What follows belongs to an exercise in optimizing a design on an open flow for a short achievable clock period and few clock cycles; a production flow would make more cautious choices. RTL that was checked went through simulation tests only; none was proved equivalent to the original. Power figures rest on the tool's default switching activity, not on a simulated workload.

Setup of v31:
==> flow/design.v (excerpt) <==
module cpu_top (
    input  logic                      clock,
    input  logic                      arst_n,
    output logic [32-1:0]     imem_addr,
    input  logic [32-1:0]     imem_rdata,
    output logic [32-1:0]     dmem_addr,
    output logic [32-1:0]     dmem_wdata,
    output logic                      dmem_wren,
    input  logic [32-1:0]     dmem_rdata,
    output logic [5-1:0] rf_raddr_a,
    output logic [5-1:0] rf_raddr_b,
    input  logic [32-1:0]     rf_rdata_a,
    input  logic [32-1:0]     rf_rdata_b,
    output logic                      rf_wen,
    output logic [5-1:0] rf_widx,
    output logic [32-1:0]     rf_wdata
);
    localparam logic [4:0] OP_R    = 5'd0;
    localparam logic [4:0] OP_J    = 5'd1;
    localparam logic [4:0] OP_BNE  = 5'd2;
    localparam logic [4:0] OP_JAL  = 5'd3;
    localparam logic [4:0] OP_JR   = 5'd4;
    localparam logic [4:0] OP_ADDI = 5'd5;
    localparam logic [4:0] OP_BLT  = 5'd6;
    localparam logic [4:0] OP_SW   = 5'd7;
    localparam logic [4:0] OP_LW   = 5'd8;
    logic [31:0] pc;
    logic [31:0] ras;
    logic [31:0] bp;
    logic [4:0]  bp_idx;
    logic        u_valid;
    logic [4:0]  u_idx;
    logic        u_taken;
    logic        r_redirect;
    logic        d_valid;
    logic [31:0] d_insn;
    logic [31:0] d_pc1;
    logic [4:0]  d_pcl;
    logic        d_pred_taken;
    logic [31:0] d_pred_npc;
    logic [4:0]  d_ra;
    logic [4:0]  d_rb;
    logic        e_valid;
    logic        e_writes;
    logic [4:0]  e_dest;
    logic        e_is_lw;
  ...
==> flow/config.mk <==
export PLATFORM = sky130hd
export DESIGN_NAME = cpu_top
export DESIGN_NICKNAME = cpu_top
export VERILOG_FILES = /design/flow/design.v
export SDC_FILE = /design/flow/constraint.sdc
export NUM_CORES = 4
export LEC_CHECK = 0
export ABC_CLOCK_PERIOD_IN_PS = 2000
export CAP_MARGIN = 20
export CORE_MARGIN = 2
export CORE_UTILIZATION = 40
export SETUP_SLACK_MARGIN = 5
export SLEW_MARGIN = 20
export TNS_END_PERCENT = 100
==> flow/constraint.sdc <==
create_clock -name core_clock -period 9.0 [get_ports {clock}]
set_input_delay 1.8000 -clock core_clock [delete_from_list [all_inputs] [get_ports {clock}]]
set_output_delay 1.8000 -clock core_clock [all_outputs]
set_load 0.01 [all_outputs]
standard.sh (not shown) runs the stock make flow with config.mk's settings and CLKGATE_MAP_FILE= SYNTH_SCRIPT=/design/flow/synth_recipe.tcl, a recipe that flattens the netlist after the stock synthesis.
==> flow/flow/run.sh <==
#!/bin/bash
# The standard layout, with timing repair aiming somewhat below the clock
# period: repair_timing keeps working until the setup slack reaches
# SETUP_SLACK_MARGIN. Make's output goes to standard.log, ORFS's own logs to
# orfs/logs.
set -euo pipefail
bash standard.sh SETUP_SLACK_MARGIN=5.8 finish > standard.log 2>&1
The inputs of v15 differ from those of v31 as listed below.
diff --git a/flow/design.v b/flow/design.v
--- a/flow/design.v
+++ b/flow/design.v
@@ -116,22 +116,22 @@
     localparam logic [4:0] OP_ADDI = 5'd5;
     localparam logic [4:0] OP_BLT  = 5'd6;
     localparam logic [4:0] OP_SW   = 5'd7;
     localparam logic [4:0] OP_LW   = 5'd8;
     logic [31:0] pc;
     logic [31:0] ras;
-    logic [31:0] bp;
-    logic [4:0]  bp_idx;
+    logic [255:0] bp;
+    logic [7:0]  bp_idx_n;
     logic        u_valid;
-    logic [4:0]  u_idx;
+    logic [7:0]  u_idx;
     logic        u_taken;
     logic        r_redirect;
     logic        d_valid;
     logic [31:0] d_insn;
     logic [31:0] d_pc1;
-    logic [4:0]  d_pcl;
+    logic [7:0]  d_pcl;
     logic        d_pred_taken;
     logic [31:0] d_pred_npc;
     logic [4:0]  d_ra;
     logic [4:0]  d_rb;
     logic        e_valid;
     logic        e_writes;
@@ -151,16 +151,14 @@
     logic        e_s_sra;
     logic        e_s_pc1;
     logic [4:0]  e_shamt;
     logic [31:0] e_op2;
     logic [31:0] e_a;
     logic [31:0] e_b;
-    logic [31:0] e_cb;
-    logic [31:0] e_ca;
     logic [31:0] e_pc1;
-    logic [4:0]  e_pcl;
+    logic [7:0]  e_pcl;
     logic [31:0] e_brtgt;
     logic        e_pred_taken;
     logic [31:0] e_pred_npc;
     logic        m_writes;
     logic [4:0]  m_dest;
     logic        m_is_lw;
@@ -186,13 +184,13 @@
     assign f_imm     = {{15{f_insn[16]}}, f_insn[16:0]};
     assign f_target  = {{5{f_insn[26]}}, f_insn[26:0]};
     logic [9:0] f_brtgt_lo;
     proc_ks_add #(.W(10)) i_f_brtgt (.x(f_pc1[9:0]), .y(f_insn[9:0]), .cin(1'b0), .s(f_brtgt_lo), .cout());
     assign f_brtgt = {f_pc1[31:10], f_brtgt_lo};
     assign f_is_br   = (f_op == OP_BNE) || (f_op == OP_BLT);
-    assign f_pred_taken = f_is_br && (f_insn[16] || bp[bp_idx]);
+    assign f_pred_taken = f_is_br && (f_insn[16] || bp[~bp_idx_n]);
     always_comb begin
         if ((f_op == OP_J) || (f_op == OP_JAL)) begin
             f_pred_npc = f_target;
         end else if (f_op == OP_JR) begin
             f_pred_npc = ras;
         end else if (f_pred_taken) begin
@@ -278,22 +276,22 @@
     logic [31:0] redirect_pc;
     assign a = e_a;
     assign b = e_b;
     logic        ge_ba;
     proc_ks_add i_sum     (.x(a), .y(e_op2), .cin(1'b0), .s(sum), .cout());
     proc_ks_add i_diff_ab (.x(a), .y(~b), .cin(1'b1), .s(diff_ab), .cout());
-    proc_ks_add i_cmp (.x(e_cb), .y(e_ca), .cin(1'b1), .s(), .cout(ge_ba));
+    proc_ks_add i_cmp (.x({~b[31], b[30:0]}), .y(~{~a[31], a[30:0]}), .cin(1'b1), .s(), .cout(ge_ba));
     logic [31:0] sll_a;
     logic [31:0] sra_a;
     assign sll_a = a << e_shamt;
     assign sra_a = $signed(a) >>> e_shamt;
     assign result = ({32{e_s_sum}} & sum) | ({32{e_s_sub}} & diff_ab) |
                     ({32{e_s_and}} & (a & b)) | ({32{e_s_or}} & (a | b)) |
                     ({32{e_s_sll}} & sll_a) | ({32{e_s_sra}} & sra_a) |
                     ({32{e_s_pc1}} & e_pc1);
-    assign ne    = !(&(e_cb ^ e_ca));
+    assign ne    = b != a;
     assign lt    = !ge_ba;
     assign taken = (e_is_bne && ne) || (e_is_blt && lt);
     logic tgt_ok;
     assign tgt_ok = e_pred_npc == e_brtgt;
     logic e_live;
     assign e_live = e_valid && !r_redirect;
@@ -321,31 +319,27 @@
     assign rf_wen   = w_en;
     assign rf_widx  = w_idx;
     assign rf_wdata = w_data;
     always_ff @(posedge clock or negedge arst_n) begin
         if (!arst_n) begin
             pc       <= 32'h0000_0000;
+            bp_idx_n <= 8'hff;   
             ras      <= '0;
         end else begin
             if (r_redirect) begin
                 pc       <= redirect_pc;
+                bp_idx_n <= ~redirect_pc[7:0];
             end else if (!stall) begin
                 pc       <= f_pred_npc;
+                bp_idx_n <= ~f_pred_npc[7:0];
             end
             if (f_op == OP_JAL) begin
                 ras <= f_pc1;
             end
         end
     end
-    always_ff @(posedge clock) begin
-        if (r_redirect) begin
-            bp_idx <= redirect_pc[4:0];
-        end else if (!stall) begin
-            bp_idx <= f_pred_npc[4:0];
-        end
-    end
     always_ff @(posedge clock or negedge arst_n) begin
         if (!arst_n) begin
             d_valid <= 1'b0;
         end else if (!stall) begin
             d_valid <= !r_redirect;
         end else if (r_redirect) begin
@@ -353,13 +347,13 @@
         end
     end
     always_ff @(posedge clock) begin
         if (!stall) begin
             d_insn       <= f_insn;
             d_pc1        <= f_pc1;
-            d_pcl        <= pc[4:0];
+            d_pcl        <= pc[7:0];
             d_pred_taken <= f_pred_taken;
             d_pred_npc   <= f_pred_npc;
             d_ra         <= f_insn[21:17];
             d_rb         <= (f_op[2:1] == 2'b00) ? f_insn[16:12] : f_insn[26:22];
         end
     end
@@ -389,14 +383,12 @@
         e_s_sll      <= d_is_r && d_func_sll;
         e_s_sra      <= d_is_r && d_func_sra;
         e_s_pc1      <= d_is_jal;
         e_shamt      <= d_insn[11:7];
         e_a          <= e_fwd_a ? result : d_a;
         e_b          <= e_fwd_b ? result : d_b;
-        e_cb         <= e_fwd_b ? {~result[31], result[30:0]} : {~d_b[31], d_b[30:0]};
-        e_ca         <= e_fwd_a ? {result[31], ~result[30:0]} : {d_a[31], ~d_a[30:0]};
         e_op2        <= (e_fwd_b && !d_use_imm) ? result : d_op2;
         e_pc1        <= d_pc1;
         e_pcl        <= d_pcl;
         e_brtgt      <= d_brtgt;
         e_pred_taken <= d_pred_taken;
         e_pred_npc   <= d_pred_npc;
### Flow results
- Least setup slack across all paths after layout: v31 and v15 compared, higher one is v31
- v15 vs. v31: share of the final layout cell area in sequential cells went up by 1.8 points.
- Total power: v15 above v31
- Relative to v31, the final area measured on v15 has increased by more than a quarter.
- v31 -> v15: met1 layer wirelength in the final routing increased by more than 10%
- v15 drops more vias than v31.
- Post-placement cell area, v31 and v15: larger value in v15
- Buffer count from post-CTS setup fixing | v15 above v31
- Against v31, v15 comes in about 40% higher on met3 wirelength from detailed routing.
- What v15 reported for cell count has to be multiplied by 0.78 to get the figure for v31.
- Side by side, data arrival time of the worst path turned out higher in v15 than in v31.
- Sum of routed wire length over all layers in v15 vs v31: up 29%
- Net switching power figure: v31 and v15 compared, lower one is v31
Testbench counts of v15, summed over its fixed seeds: cycles 47,728.
The RTL of v31 was laid out without a check of its function.

## port drivers added, routing unchanged
The flow's constraints put no driver on any port. The routed layouts listed below were extracted and timed again, unchanged, in two steps. Step 1: set_driving_cell puts a clkbuf_16 on clock and a buf_2 on each other input, an assumption about the parent block. Step 2 moves the port delays by t, midway between the first and last clock arrival at a register: inputs arrive t later, outputs are due t later. That takes back most of the time a late clock gives input paths. a / b / c = ideal / step 1 / step 2; a / b = the first two.
| run | t, ns | setup WS [ns] | worst setup path at the end |
|---|---|---|---|
| v31 | 0.697 | 5.636 / 5.636 / 5.142 | input to register |
| v15 | 0.744 | 5.522 / 5.522 / 4.926 | input to register |
After both steps every run listed still meets setup and hold. For v15, which loses most, drivers alone change the setup slack by 0.000 ns; drivers and shift together by -0.596 ns.
